Context: an optimization exercise on an open-source flow, tuned for small area. The choices shown serve that exercise and are no tape-out recipe.
Function was checked by simulation only, so behaviour that the tests miss may differ from the original.
Power and IR drop assume default switching activity.

==> v4: inputs <==
Design spi_frame_rx, start of the top module:
module spi_frame_rx #(
    parameter int FRAME_BITS  = spi_pkg::DEFAULT_FRAME_BITS,
    parameter int SYNC_STAGES = 2
) (
    input  logic                  clk,
    input  logic                  rst_n,
    input  logic                  sck,
    input  logic                  sdi,
    input  logic                  load,
    output logic                  sdo,
    input  logic [FRAME_BITS-1:0] tx_data,
    output logic [FRAME_BITS-1:0] frame_out,
    output logic                  frame_valid,
    output logic                  frame_err,
    output logic                  busy
);
    localparam int               CNT_W    = $clog2(FRAME_BITS + 2);
    localparam logic [CNT_W-1:0] CNT_FULL = CNT_W'(FRAME_BITS);
    localparam logic [CNT_W-1:0] CNT_OVER = CNT_W'(FRAME_BITS + 1);
    logic sck_rise, sck_fall, load_rise, load_fall, sdi_s;
    logic sck_unused_q, load_unused_q, sdi_unused_rise, sdi_unused_fall;
    sync_edge_detect #(.STAGES(SYNC_STAGES)) u_sck_sync (
        .clk(clk), .rst_n(rst_n), .d(sck),
        .q(sck_unused_q), .rise(sck_rise), .fall(sck_fall)
    );
    sync_edge_detect #(.STAGES(SYNC_STAGES)) u_load_sync (
        .clk(clk), .rst_n(rst_n), .d(load),
        .q(load_unused_q), .rise(load_rise), .fall(load_fall)
    );
    sync_edge_detect #(.STAGES(SYNC_STAGES)) u_sdi_sync (
        .clk(clk), .rst_n(rst_n), .d(sdi),
        .q(sdi_s), .rise(sdi_unused_rise), .fall(sdi_unused_fall)
  ...
==> module spi_frame_rx, before the edit <==
module spi_frame_rx #(
    parameter int FRAME_BITS  = spi_pkg::DEFAULT_FRAME_BITS,
    parameter int SYNC_STAGES = 2
) (
    input  logic                  clk,
    input  logic                  rst_n,
    input  logic                  sck,
    input  logic                  sdi,
    input  logic                  load,
    output logic                  sdo,
    input  logic [FRAME_BITS-1:0] tx_data,
    output logic [FRAME_BITS-1:0] frame_out,
    output logic                  frame_valid,
    output logic                  frame_err,
    output logic                  busy
);
    localparam int               CNT_W    = $clog2(FRAME_BITS + 2);
    localparam logic [CNT_W-1:0] CNT_FULL = CNT_W'(FRAME_BITS);
    localparam logic [CNT_W-1:0] CNT_OVER = CNT_W'(FRAME_BITS + 1);
    logic sck_rise, sck_fall, load_rise, load_fall, sdi_s;
    logic sck_unused_q, load_unused_q, sdi_unused_rise, sdi_unused_fall;
    sync_edge_detect #(.STAGES(SYNC_STAGES)) u_sck_sync (
        .clk(clk), .rst_n(rst_n), .d(sck),
        .q(sck_unused_q), .rise(sck_rise), .fall(sck_fall)
    );
    sync_edge_detect #(.STAGES(SYNC_STAGES)) u_load_sync (
        .clk(clk), .rst_n(rst_n), .d(load),
        .q(load_unused_q), .rise(load_rise), .fall(load_fall)
    );
    sync_edge_detect #(.STAGES(SYNC_STAGES)) u_sdi_sync (
        .clk(clk), .rst_n(rst_n), .d(sdi),
        .q(sdi_s), .rise(sdi_unused_rise), .fall(sdi_unused_fall)
    );
    spi_pkg::spi_state_t            state_q, state_d;
    logic [CNT_W-1:0]      cnt_q, cnt_d;
    logic [FRAME_BITS-1:0] rx_sr_q, rx_sr_d;
    logic [FRAME_BITS-1:0] tx_sr_q, tx_sr_d;
    logic [FRAME_BITS-1:0] frame_q, frame_d;
    logic                  sdo_q, sdo_d;
    logic                  valid_q, valid_d;
    logic                  err_q, err_d;
    logic                  start;
    always_ff @(posedge clk or negedge rst_n) begin
        if (!rst_n) begin
            state_q <= spi_pkg::IDLE;
            cnt_q   <= '0;
            rx_sr_q <= '0;
            tx_sr_q <= '0;
            frame_q <= '0;
            sdo_q   <= 1'b0;
            valid_q <= 1'b0;
            err_q   <= 1'b0;
        end else begin
            state_q <= state_d;
            cnt_q   <= cnt_d;
            rx_sr_q <= rx_sr_d;
            tx_sr_q <= tx_sr_d;
            frame_q <= frame_d;
            sdo_q   <= sdo_d;
            valid_q <= valid_d;
            err_q   <= err_d;
        end
    end
    always_comb begin
        state_d = state_q;
        cnt_d   = cnt_q;
        rx_sr_d = rx_sr_q;
        tx_sr_d = tx_sr_q;
        frame_d = frame_q;
        sdo_d   = sdo_q;
        valid_d = 1'b0;
        err_d   = 1'b0;
        start   = 1'b0;
        case (state_q)
            spi_pkg::IDLE: start = load_rise;
            spi_pkg::SHIFT: begin
                if (load_fall) begin
                    state_d = (cnt_q == CNT_FULL) ? spi_pkg::COMMIT : spi_pkg::ABORT;
                end else begin
                    if (sck_rise) begin
                        rx_sr_d = {rx_sr_q[FRAME_BITS-2:0], sdi_s};
                        if (cnt_q != CNT_OVER) cnt_d = cnt_q + CNT_W'(1);
                    end
                    if (sck_fall) begin
                        tx_sr_d = tx_sr_q << 1;
                        sdo_d   = tx_sr_q[FRAME_BITS-2];
                    end
                end
            end
            spi_pkg::COMMIT: begin
                frame_d = rx_sr_q;
                valid_d = 1'b1;
                state_d = spi_pkg::IDLE;
                start   = load_rise;
            end
            spi_pkg::ABORT: begin
                err_d   = 1'b1;
                state_d = spi_pkg::IDLE;
                start   = load_rise;
            end
            default: state_d = spi_pkg::IDLE;
        endcase
        if (start) begin
            state_d = spi_pkg::SHIFT;
            cnt_d   = '0;
            tx_sr_d = tx_data;
            sdo_d   = tx_data[FRAME_BITS-1];
        end
    end
    assign sdo         = sdo_q;
    assign frame_out   = frame_q;
    assign frame_valid = valid_q;
    assign frame_err   = err_q;
    assign busy        = (state_q != spi_pkg::IDLE);
endmodule
clock: 5.0 ns
lec_check: 0
cap_margin: 20
core_margin: 2
core_utilization: 40
slew_margin: 20
run.sh (not shown) runs the stock make flow with config.mk's settings and CLKGATE_MAP_FILE= SYNTH_SCRIPT=/design/flow/synth_recipe.tcl, a recipe that flattens the netlist after the stock synthesis.
==> inputs of v8, as changes to v4 <==
==> flow/design.v (replaced) <==
package spi_pkg;
    typedef enum logic [1:0] {
        IDLE,
        SHIFT,
        COMMIT,
        ABORT
    } spi_state_t;
    localparam int DEFAULT_FRAME_BITS = 432;
endpackage
module sync_edge_detect #(
    parameter int STAGES = 2
) (
    input  logic clk,
    input  logic rst_n,
    input  logic d,
    output logic q,
    output logic rise,
    output logic fall
);
    logic [STAGES-1:0] sync_q;
    logic              dly_q;
    always_ff @(posedge clk or negedge rst_n) begin
        if (!rst_n) begin
            sync_q <= '0;
            dly_q  <= 1'b0;
        end else begin
            sync_q <= {sync_q[STAGES-2:0], d};
            dly_q  <= sync_q[STAGES-1];
        end
    end
    assign q    = sync_q[STAGES-1];
    assign rise = q & ~dly_q;
    assign fall = ~q & dly_q;
endmodule
module spi_frame_rx #(
    parameter int FRAME_BITS  = spi_pkg::DEFAULT_FRAME_BITS,
    parameter int SYNC_STAGES = 2
) (
    input  logic                  clk,
    input  logic                  rst_n,
    input  logic                  sck,
    input  logic                  sdi,
    input  logic                  load,
    output logic                  sdo,
    input  logic [FRAME_BITS-1:0] tx_data,
    output logic [FRAME_BITS-1:0] frame_out,
    output logic                  frame_valid,
    output logic                  frame_err,
    output logic                  busy
);
    localparam int               CNT_W    = $clog2(FRAME_BITS + 2);
    localparam logic [CNT_W-1:0] CNT_FULL = CNT_W'(FRAME_BITS);
    localparam logic [CNT_W-1:0] CNT_OVER = CNT_W'(FRAME_BITS + 1);
    logic sck_rise, sck_fall_unused, sck_q_unused;
    logic load_q, load_rise_unused, load_fall_unused;
    logic sdi_s, sdi_rise_unused, sdi_fall_unused;
    sync_edge_detect #(.STAGES(SYNC_STAGES)) u_sck_sync (
        .clk(clk), .rst_n(rst_n), .d(sck),
        .q(sck_q_unused), .rise(sck_rise), .fall(sck_fall_unused)
    );
    sync_edge_detect #(.STAGES(SYNC_STAGES)) u_load_sync (
        .clk(clk), .rst_n(rst_n), .d(load),
        .q(load_q), .rise(load_rise_unused), .fall(load_fall_unused)
    );
    sync_edge_detect #(.STAGES(SYNC_STAGES)) u_sdi_sync (
        .clk(clk), .rst_n(rst_n), .d(sdi),
        .q(sdi_s), .rise(sdi_rise_unused), .fall(sdi_fall_unused)
    );
    logic shift_q, commit_q, abort_q, busy_q, valid_q, err_q;
    logic start, shift_en, hold, full;
    assign start    = ~shift_q & load_q;
    assign shift_en = shift_q & load_q & sck_rise;
    assign hold     = ~start & ~shift_en;
    logic [CNT_W-1:0] cnt_q;
    assign full = (cnt_q == CNT_FULL);
    always_ff @(posedge clk or negedge rst_n) begin
        if (!rst_n) begin
            shift_q  <= 1'b0;
            commit_q <= 1'b0;
            abort_q  <= 1'b0;
            busy_q   <= 1'b0;
            valid_q  <= 1'b0;
            err_q    <= 1'b0;
        end else begin
            shift_q  <= start | (shift_q & load_q);
            commit_q <= shift_q & ~load_q & full;
            abort_q  <= shift_q & ~load_q & ~full;
            busy_q   <= start | shift_q;
            valid_q  <= commit_q;
            err_q    <= abort_q;
        end
    end
    always_ff @(posedge clk) begin
        if (start)
            cnt_q <= '0;
        else if (shift_en && cnt_q != CNT_OVER)
            cnt_q <= cnt_q + CNT_W'(1);
    end
    logic [FRAME_BITS-1:0] nsr_q, sr, sr_prev;
    assign sr      = ~nsr_q;
    assign sr_prev = {sr[FRAME_BITS-2:0], sdi_s};
    always_ff @(posedge clk) begin
        nsr_q <= ~(({FRAME_BITS{start}}    & tx_data) |
                   ({FRAME_BITS{shift_en}} & sr_prev) |
                   ({FRAME_BITS{hold}}     & sr));
    end
    logic [FRAME_BITS-1:0] frame_q;
    always_ff @(posedge clk or negedge rst_n) begin
        if (!rst_n)        frame_q <= '0;
        else if (commit_q) frame_q <= sr;
    end
    assign sdo         = sr[FRAME_BITS-1];
    assign frame_out   = frame_q;
    assign frame_valid = valid_q;
    assign frame_err   = err_q;
    assign busy        = busy_q;
endmodule
==> flow/flow/run.sh (new file) <==
#!/bin/bash
# Own flow: the standard layout (standard.sh) with
#  - an area-oriented ABC script in the standard synthesis,
#  - the smallest buffer (buf_1) on every input and output port,
#  - CTS with smaller clock buffers and no dummy loads.
set -euo pipefail
work=$(pwd)
export OWN_WORK=$work
export OWN_ABC_SCRIPT=$work/flow/abc_area.script
bash standard.sh \
  "SYNTH_SCRIPT=$work/flow/synth_wrap.tcl" \
  "BUFFER_PORTS_ARGS=-buffer_cell sky130_fd_sc_hd__buf_1" \
  "CTS_ARGS=-sink_clustering_enable -repair_clock_nets -dont_use_dummy_load -buf_list {sky130_fd_sc_hd__clkbuf_8} -sink_clustering_size 16 -sink_clustering_max_diameter 60" \
  "PLACE_PINS_ARGS=-min_distance 1 -min_distance_in_tracks" \
  finish > "$work/own_flow.log" 2>&1
==> flow/flow/abc_area.script (new file) <==
strash
dch
amap
topo
&get -n
&st
&dch
&nf -a
&put
topo
==> flow/flow/synth_wrap.tcl (new file) <==
# Standard synthesis (synth_recipe.tcl) with only the ABC script replaced by an
# area-oriented one; flip-flop mapping and everything else is unchanged.
proc abc {args} {
  set i [lsearch -exact $args -script]
  if { $i >= 0 } {
    lset args [expr {$i + 1}] $::env(OWN_ABC_SCRIPT)
  }
  puts "abc (own script): $args"
  yosys abc {*}$args
}
source $::env(OWN_WORK)/synth_recipe.tcl
==> flow/standard.sh (new file) <==
#!/bin/bash
# synth_recipe.tcl (not shown) runs the flow's synth.tcl, then flattens the netlist and writes it again
# the make line also repeats each setting of config.mk as NAME=value (left out here)
make -C /OpenROAD-flow-scripts/flow DESIGN_CONFIG=/design/flow/config.mk WORK_HOME=/design/flow/orfs CLKGATE_MAP_FILE= SYNTH_SCRIPT=/design/flow/synth_recipe.tcl "${@:-finish}"
--- a/flow/config.mk
+++ b/flow/config.mk
@@ -7,5 +7,6 @@
 export LEC_CHECK = 0
+export ABC_AREA = 1
 export CAP_MARGIN = 20
-export CORE_MARGIN = 2
-export CORE_UTILIZATION = 40
+export CORE_AREA = 3 3 227 227
+export DIE_AREA = 0 0 230 230
 export SLEW_MARGIN = 20
removed: flow/run.sh
==> notes <==
- Of v8 and v4, v8 has the higher global-route usage (gap 14 points).
- Of v8 and v4, v4 has the higher via count (gap about 23%, measured against v4).
- Against v4, the critical path depth of v8 is higher by 1.
- Between v4 and v8, the lower wire length is in v8 (gap about 50%, measured against v8).
- Between v8 and v4, the lower design area is in v8 (gap 51%, measured against v4).
- Between v8 and v4, the lower setup slack is in v4 (gap 0.54 ns).
- Non-clock buffer count: v8 is lower than v4 (21).
- The combinational power of v4 is 4.9 times that of v8.
- Against v4, the first-iteration DRC count of v8 is larger by about 12%.
==> figures <==
| quantity | v8 | v4 |
|---|---|---|
| Multi-Input Combinational | 1,772 | 2,649 |
| Critical path data required time | 5.57 ns | 5.64 ns |
| Maximum number of pins on one net before global-route repair | 235 | 178 |
| Total die area | 52,900 µm² | 138,000 µm² |
| Internal Dissipation | 9.19 mW | 22.0 mW |
| Total power draw | 12.3 mW | 28.9 mW |
| Clock root buffer master | sky130_fd_sc_hd__clkbuf_8 | sky130_fd_sc_hd__clkbuf_16 |
| Number of gates on the worst path with buffers counted | 6 | 5 |
| Syn Std Cell Area | 28,900 µm² | 54,100 µm² |
| Mean Syn Cell Area | 10.9 µm² | 12.8 µm² |
| WP buf/inv | 2 | 1 |
| Outcome | finished clean | finished clean |
| Final-layout worst hold slack | 0.357 ns | 0.133 ns |
| Number of buffers outside the clock class in the layout | 898 | 919 |
| Via density per instance | 6.01 | 4.89 |
| Switching power of the nets | 3.12 mW | 6.95 mW |
| Multi-input logic area | 8940 µm² | 20,000 µm² |
| Core Rows | 81 | 134 |
| Setup slack after layout | 2.22 ns | 1.68 ns |
| Number of levels the H-tree was split into | 2 | 4 |

afterwards: timing with drivers on the ports:
The flow's constraints put no driver on any port. The routed layouts listed below were extracted and timed again, unchanged, in two steps. Step 1, drivers: a clkbuf_16 drives clk and a buf_2 each remaining input, both assumed. Step 2 also shifts input and output timing later by t, the mid clock arrival at the registers, as if the neighbouring blocks saw the same clock. Three values: no drivers, after step 1, after step 2; two values: the first two.
run | t (ns) | setup slack, ns | worst register clock-pin slew, ns
v4 | 0.827 | 1.682 / 1.682 / 1.682 | 0.06 / 0.06
v8 | 0.758 | 2.224 / 2.224 / 2.224 | 0.11 / 0.11
After both steps every run listed still meets setup and hold.
